Background: an optimization exercise with open tools, aiming at small area and a short achievable clock period. Do not read the settings as production practice.
Where RTL was checked, it was by simulation tests only, not by an equivalence proof against the original.
Power figures rest on the tool's default switching activity, not on a simulated workload.

Setup of job 101:
## zic_mmr_ctrl
module zic_mmr_ctrl #(
	parameter int                 NUM_IRQ  = 48,
	parameter zic_pkg::zic_addr_t MMR_BASE = 16'h1000
)
(
	input  logic                zic_clk,
	input  logic                zic_rst,
	input  logic                wdt_reset_i,
	input  zic_pkg::zic_addr_t  zic_mmr_write_addr_i,
	input  zic_pkg::zic_data_t  zic_mmr_write_data_i,
	input  logic                zic_mmr_write_en_i,
	input  zic_pkg::zic_addr_t  zic_mmr_read_addr_i,
	input  logic                zic_mmr_read_en_i,
	input  logic [NUM_IRQ-1:0]  zic_int_pending_i,
	input  logic                zic_int_pending_valid_i,
	input  logic [NUM_IRQ-1:0]  zic_int_enable_i,
	input  logic                zic_int_enable_valid_i,
	output logic [NUM_IRQ-1:0]  zic_int_en_o,
	output zic_pkg::zic_data_t  zic_mmr_read_data_o,
	output logic                zic_mmr_read_valid_o
);
	localparam int BW = zic_pkg::ZIC_BYTE_W;
	logic [15:0] wa, ra;
	assign wa = zic_mmr_write_addr_i;
	assign ra = zic_mmr_read_addr_i;
	logic wr_blk, rd_blk;
	zic_mmr_dec_blk u_wr_blk (
		.hi_i  (wa[15:8]),
		.en_i  (zic_mmr_write_en_i),
		.blk_o (wr_blk)
	);
	zic_mmr_dec_blk u_rd_blk (
		.hi_i  (ra[15:8]),
		.en_i  (zic_mmr_read_en_i),
		.blk_o (rd_blk)
	);
	logic [3:0] wg1, wg2, rg1, rg2;
	logic [2:0] wg3, rg3;
	for (genvar i = 0; i < 4; i++)
	begin : g_pre
  ...
Settings: LEC_CHECK=0, CAP_MARGIN=20, CORE_MARGIN=2, CORE_UTILIZATION=60, PLACE_DENSITY=0.75, SETUP_SLACK_MARGIN=2.6, SLEW_MARGIN=20, SYNTH_HIERARCHICAL=1, TNS_END_PERCENT=0; clock period 4.0 ns.
standard.sh (not shown) runs the stock make flow with config.mk's settings and CLKGATE_MAP_FILE= SYNTH_SCRIPT=/design/flow/synth_recipe.tcl, a recipe that flattens the netlist after the stock synthesis.
==> flow/flow/run.sh <==
#!/bin/bash
# Standard ORFS layout (the standard.sh) with:
#  - small plain buffers on the ports instead of the delay cell that
#    buffer_ports picks by default;
#  - clock tree built from clkbuf_16 sink clusters, without dummy loads;
#  - combinational cells reset to drive strength 1 after floorplan
#    (downsize.tcl), so that timing repair sizes up only what it needs;
#  - one more worst-path setup repair after global routing (post_grt.tcl).
set -e
export BUFFER_PORTS_ARGS="-buffer_cell sky130_fd_sc_hd__buf_2"
export CTS_ARGS="-sink_clustering_enable -repair_clock_nets -dont_use_dummy_load -buf_list sky130_fd_sc_hd__clkbuf_16 -sink_clustering_size 25 -sink_clustering_max_diameter 80"
export POST_FLOORPLAN_TCL="$PWD/flow/downsize.tcl"
export POST_GLOBAL_ROUTE_TCL="$PWD/flow/post_grt.tcl"
bash standard.sh > standard.log 2>&1
==> flow/flow/downsize.tcl <==
# Start every combinational cell from synthesis at its smallest drive
# strength; the timing repair later in the flow sizes up what paths need.
# Registers, tie cells and tap cells are left as they are.
set n 0
foreach inst [[ord::get_db_block] getInsts] {
  set m [[$inst getMaster] getName]
  if {![regexp {^sky130_fd_sc_hd__(\w+?)_(\d+)$} $m -> fn sz]} { continue }
  if {[regexp {^(df|sdf|edf|sedf|dl|conb|tap|fill|decap|clk)} $fn]} { continue }
  if {$sz eq "0" || $sz eq "1"} { continue }
  set target sky130_fd_sc_hd__${fn}_1
  if {[llength [get_lib_cells -quiet $target]] == 0} { continue }
  replace_cell [$inst getName] $target
  incr n
}
puts "downsize: $n cells set to drive strength 1"
==> flow/flow/post_grt.tcl <==
# After global routing: one more setup repair, on the worst path only,
# with global-route parasitics, then re-legalise and re-route the nets
# it touched (as global_route.tcl does after its own repairs).
estimate_parasitics -global_routing
repair_timing -setup -setup_margin 3.0 -repair_tns 0 -max_passes 50 -verbose
global_route -start_incremental
detailed_placement
global_route -end_incremental
estimate_parasitics -global_routing
Modified inputs, job 102 compared to job 101
diff --git a/flow/design.v b/flow/design.v
--- a/flow/design.v
+++ b/flow/design.v
@@ -154,30 +154,29 @@
 	zic_mmr_dec_and4  u_ie_set (.a_i (blk_i), .b_i (grp_i), .c_i (sel_ie_i), .d_i (dw_i), .y_o (ie_set_o));
 	zic_mmr_dec_nand3 u_ie_wr  (.a_i (blk_i), .b_i (grp_i), .c_i (sel_ie_i), .y_o (ie_wr_n_o));
 endmodule
 `timescale 1ns/100ps
 module zic_pend_en_bank (
 	input  logic zic_clk,
 	input  logic zic_rst,
 	input  logic set_n_i,
 	input  logic keep_n_i,
 	input  logic vld_i,
-	input  logic vld_n_i,
 	input  logic hw_i,
 	output logic q_o
 );
 	always_ff @(posedge zic_clk or negedge zic_rst)
 	begin
 		if (!zic_rst)
 			q_o <= 1'b0;
 		else
-			q_o <= !set_n_i || (!keep_n_i && ((vld_i && hw_i) || (vld_n_i && q_o)));
+			q_o <= !set_n_i || (!keep_n_i && (vld_i ? hw_i : q_o));
 	end
 endmodule
 `timescale 1ns/100ps
 module zic_level_bank #(
 	parameter logic RST_VAL = 1'b1
 )
 (
 	input  logic zic_clk,
 	input  logic zic_rst,
 	input  logic ld_i,
@@ -322,23 +321,20 @@
 			.y_o (wsrc[j])
 		);
 		zic_mmr_dec_nand2 u_wsrc_n (
 			.a_i (wg1[j % 4]),
 			.b_i (wg2[j / 4]),
 			.y_o (wsrc_n[j])
 		);
 	end
 	logic wdt_n;
 	assign wdt_n = !wdt_reset_i;
-	logic ip_vld_n, ie_vld_n;
-	assign ip_vld_n = !zic_int_pending_valid_i;
-	assign ie_vld_n = !zic_int_enable_valid_i;
 	logic sel_ctl, sel_ip, sel_ie, dw;
 	zic_mmr_dec_and2 u_sel_ctl (.a_i (wa[1]), .b_i (wa[0]), .y_o (sel_ctl));
 	zic_mmr_dec_nor2 u_sel_ip  (.a_i (wa[1]), .b_i (wa[0]), .y_o (sel_ip));
 	zic_mmr_dec_andn u_sel_ie  (.a_i (wa[0]), .b_n_i (wa[1]), .y_o (sel_ie));
 	zic_mmr_dec_andn u_dw      (.a_i (zic_mmr_write_data_i[0]), .b_n_i (wdt_reset_i), .y_o (dw));
 	logic [2:0] ctl_wr_ld, ctl_wr_n, ip_wr_n, ip_set, ie_wr_n, ie_set;
 	for (genvar k = 0; k < 3; k++)
 	begin : g_type
 		zic_mmr_dec_type u_type (
 			.blk_i       (wr_blk),
@@ -397,31 +393,29 @@
 				.d_i     (zic_mmr_write_data_i[b]),
 				.q_o     (ctl_q[s*BW + b])
 			);
 		end
 		zic_pend_en_bank u_ip (
 			.zic_clk  (zic_clk),
 			.zic_rst  (zic_rst),
 			.set_n_i  (ip_set_n),
 			.keep_n_i (ip_keep_n),
 			.vld_i    (zic_int_pending_valid_i),
-			.vld_n_i  (ip_vld_n),
 			.hw_i     (zic_int_pending_i[s]),
 			.q_o      (ip_q[s])
 		);
 		zic_pend_en_bank u_ie (
 			.zic_clk  (zic_clk),
 			.zic_rst  (zic_rst),
 			.set_n_i  (ie_set_n),
 			.keep_n_i (ie_keep_n),
 			.vld_i    (zic_int_enable_valid_i),
-			.vld_n_i  (ie_vld_n),
 			.hw_i     (zic_int_enable_i[s]),
 			.q_o      (ie_q[s])
 		);
 	end
 	assign zic_int_en_o = ie_q;
 	logic [BW+1:0] rd_bit;
 	logic          rd_hit;
 	assign rd_hit = rd_blk && !(ra[7] && ra[6]);
 	for (genvar b = 0; b < BW + 2; b++)
 	begin : g_rd
Notes after the runs:
Between job 101 and job 102, the power per cell area figures differ only marginally.
Job 102 ends up with higher signed area change from the synthesized netlist to the final layout than job 101 does.
Core util | job 102 vs job 101 | job 102 higher
Sort job 101 and job 102 by peak per-stage delay on the critical path, ascending, and job 101 comes first.
Overall routed net length across job 101 and job 102: no real change.
Relative to job 101, arrival time at the worst endpoint has gone down in job 102.
Design area ends up higher on job 102.
Fraction of area in multi-input gates: job 102 vs job 101 up 0.65 points
For job 101, only the layout was checked, not whether the RTL still works.

-- re-timing with driven ports --
In the flow no input, the clock included, has a driving cell. The finished layouts below were timed again as built, in two steps.
Step 1 assumes that a clkbuf_16 drives the clock port and a buf_2 every other input.
Step 2 times the ports against the registers' clock, not the clock port: input delays grow and output delays shrink by t, the midpoint of the rising clock arrivals with the driver on.
Slacks: no drivers / after step 1 / after step 2; pairs: no drivers / after step 1.
run	t (ns)	setup slack, ns	worst hold slack (ns)	cell pins on the clock port's net
job 101	0.623	1.855 / 1.804 / 1.181	0.168 / 0.163 / 0.504	1
job 102	0.636	1.970 / 1.975 / 1.353	0.183 / 0.178 / 0.503	1
After both steps every run listed still meets setup and hold. The setup slack of job 101, which loses most, moves by -0.051 ns with the drivers and by -0.674 ns with both steps.
